This design comes from an exercise in tuning for small area, a short achievable clock period and few clock cycles per item on the open sky130 flow, not from production work. In this exercise RTL edits were held to simulation tests only and were not proved equivalent to the original. Power figures rest on the tool's default switching activity, not on a simulated workload.

// weighted_random_peer_select
module weighted_random_peer_select #(
	parameter int MAX_PEERS   = wrps_pkg::DEF_MAX_PEERS,
	parameter int WEIGHT_BITS = wrps_pkg::DEF_WEIGHT_BITS
) (
	input  logic                                clk,
	input  logic                                arst_n,
	input  logic                                s_tvalid,
	output logic                                s_tready,
	input  logic [wrps_pkg::S_TDATA_BITS-1:0]   s_tdata,
	input  logic [0:0]                          s_tuser,
	output logic                                m_tvalid,
	input  logic                                m_tready,
	output logic [wrps_pkg::M_TDATA_BITS-1:0]   m_tdata,
	output logic [wrps_pkg::STATUS_BITS-1:0]    m_tuser,
	input  logic                                cfg_valid,
	output logic                                cfg_ready,
	input  logic [wrps_pkg::CFG_INDEX_BITS-1:0] cfg_index,
	input  logic [wrps_pkg::CFG_DATA_BITS-1:0]  cfg_data
);
Size: ~67 I/O pins, roughly 0.10 mm² of cells after synthesis.
Settings: LEC_CHECK=0, CAP_MARGIN=20, CORE_MARGIN=2, CORE_UTILIZATION=30, CTS_CLUSTER_DIAMETER=110, CTS_CLUSTER_SIZE=22, PLACE_DENSITY=0.45, SLEW_MARGIN=20; clock period 10.0 ns.
standard.sh (not shown) runs the stock make flow with config.mk's settings and CLKGATE_MAP_FILE= SYNTH_SCRIPT=/design/flow/synth_recipe.tcl, a recipe that flattens the netlist after the stock synthesis.
==> flow/flow/run.sh <==
#!/bin/bash
set -euo pipefail
bash standard.sh SETUP_SLACK_MARGIN=6.1 finish > orfs_make.log 2>&1
The first run finished clean.
Testbench counts at the start, summed over its fixed seeds: cycles 3,852, items 3,712.
==> next run, changes <==
==> flow/flow/run.sh (replaced) <==
#!/bin/bash
set -euo pipefail
bash standard.sh SETUP_SLACK_MARGIN=6.3 finish > orfs_make.log 2>&1
CTS_CLUSTER_DIAMETER = default   (was 110)
CTS_CLUSTER_SIZE = default   (was 22)
The new run completed without violations.
Global-route usage came out higher by 0.78 points.
Clock skew went up by 0.0099 ns.
Non-clock buffer count climbs by 194.
Total power grows by 14%.
Utilization grows by 2.5 points.
Combinational power grows by about 5%.
Maximum frequency went up by 3.0%.
Synthesized area is unchanged.
Final area went up by about 7%.
Synthesized cell count does not change.
Wire length grows by 3.1%.
==> next run, changes <==
CTS_CLUSTER_DIAMETER = 110   (was default)
CTS_CLUSTER_SIZE = 22   (was default)
=>
- setup slack loses 0.21 ns
- via count falls slightly
- register-to-register slack is worse by 0.21 ns

* * *

== the reference run ==
weighted_random_peer_select, a different RTL version from the one above (not shown whole).
Size: about 2000 flip-flops, about 67 I/O pins, ~110000 um2 of cells after synthesis.
clock: 10.0 ns
lec_check: 0
cap_margin: 20
core_margin: 2
core_utilization: 30
setup_slack_margin: 5
slew_margin: 20
run.sh (not shown) runs the stock make flow with config.mk's settings and CLKGATE_MAP_FILE= SYNTH_SCRIPT=/design/flow/synth_recipe.tcl, a recipe that flattens the netlist after the stock synthesis.
Stock flow here: none of the scripts above is used.
The reference run completed every stage of the flow, and the final layout passed the timing, design-rule and antenna checks.
Testbench counts of the reference run, summed over its fixed seeds: cycles 3,864, items 3,712.
Edits applied to the flow inputs when going from the reference run to the trial run:
- SETUP_SLACK_MARGIN no longer set, was 5
- PLACE_DENSITY now 0.45, previously not set
==> flow/flow/run.sh (new file) <==
#!/bin/bash
set -euo pipefail
bash standard.sh SETUP_SLACK_MARGIN=6.3 finish > orfs_make.log 2>&1
==> flow/standard.sh (new file) <==
#!/bin/bash
# synth_recipe.tcl (not shown) runs the flow's synth.tcl, then flattens the netlist and writes it again
# the make line also repeats each setting of config.mk as NAME=value (left out here)
make -C /OpenROAD-flow-scripts/flow DESIGN_CONFIG=/design/flow/config.mk WORK_HOME=/design/flow/orfs CLKGATE_MAP_FILE= SYNTH_SCRIPT=/design/flow/synth_recipe.tcl "${@:-finish}"
removed: flow/run.sh
Results
Compared with the reference run, the trial run shows a higher combinational power. Comparing the trial run and the reference run, slack of the critical path is lower on the reference run. Wire length of the first global-routing pass (the trial run / the reference run): 1.09. Of the trial run and the reference run, the run reporting the lower portion of total power attributed to combinational logic was the reference run. Static leakage grows slightly when moving from the reference run to the trial run. The trial run vs. the reference run: count of clock-buffer cells in the layout went up by about 7%. The trial run ended up with a higher total stage count of the critical path than the reference run did. The higher delay of the slowest cell on the worst path of the trial run and the reference run is in the reference run. Between the reference run and the trial run, post-cts resize count increased. Of the two candidates, the reference run has the worse clock period minus worst slack and the trial run the better one.

## separate check: timing with driven ports
The results above use ideal ports. As a check the final layouts listed here were re-extracted and re-timed, cells and wires unchanged. Step 1 assumes that a clkbuf_16 drives the clock port and a buf_2 every other input. Step 2 also shifts input and output timing later by t, the mid clock arrival at the registers, as if the neighbouring blocks saw the same clock. Slacks: ideal / step 1 / step 2; pairs: ideal / step 1.
run	shift t [ns]	setup WS [ns]	hold slack, ns
the first run of note 1	1.046	5.813 / 5.813 / 5.176	0.333 / 0.333 / 0.333
the second run of note 1	1.071	5.934 / 5.934 / 5.414	0.319 / 0.319 / 0.319
the third run of note 1	1.047	5.721 / 5.721 / 5.370	0.331 / 0.331 / 0.331
the reference run	1.039	4.887 / 4.887 / 4.834	0.254 / 0.254 / 0.254
the trial run	1.029	6.179 / 6.179 / 5.432	0.324 / 0.324 / 0.324
After both steps every run listed still meets setup and hold. The setup slack of the trial run, which loses most, moves by 0.000 ns with the drivers and by -0.747 ns with both steps.
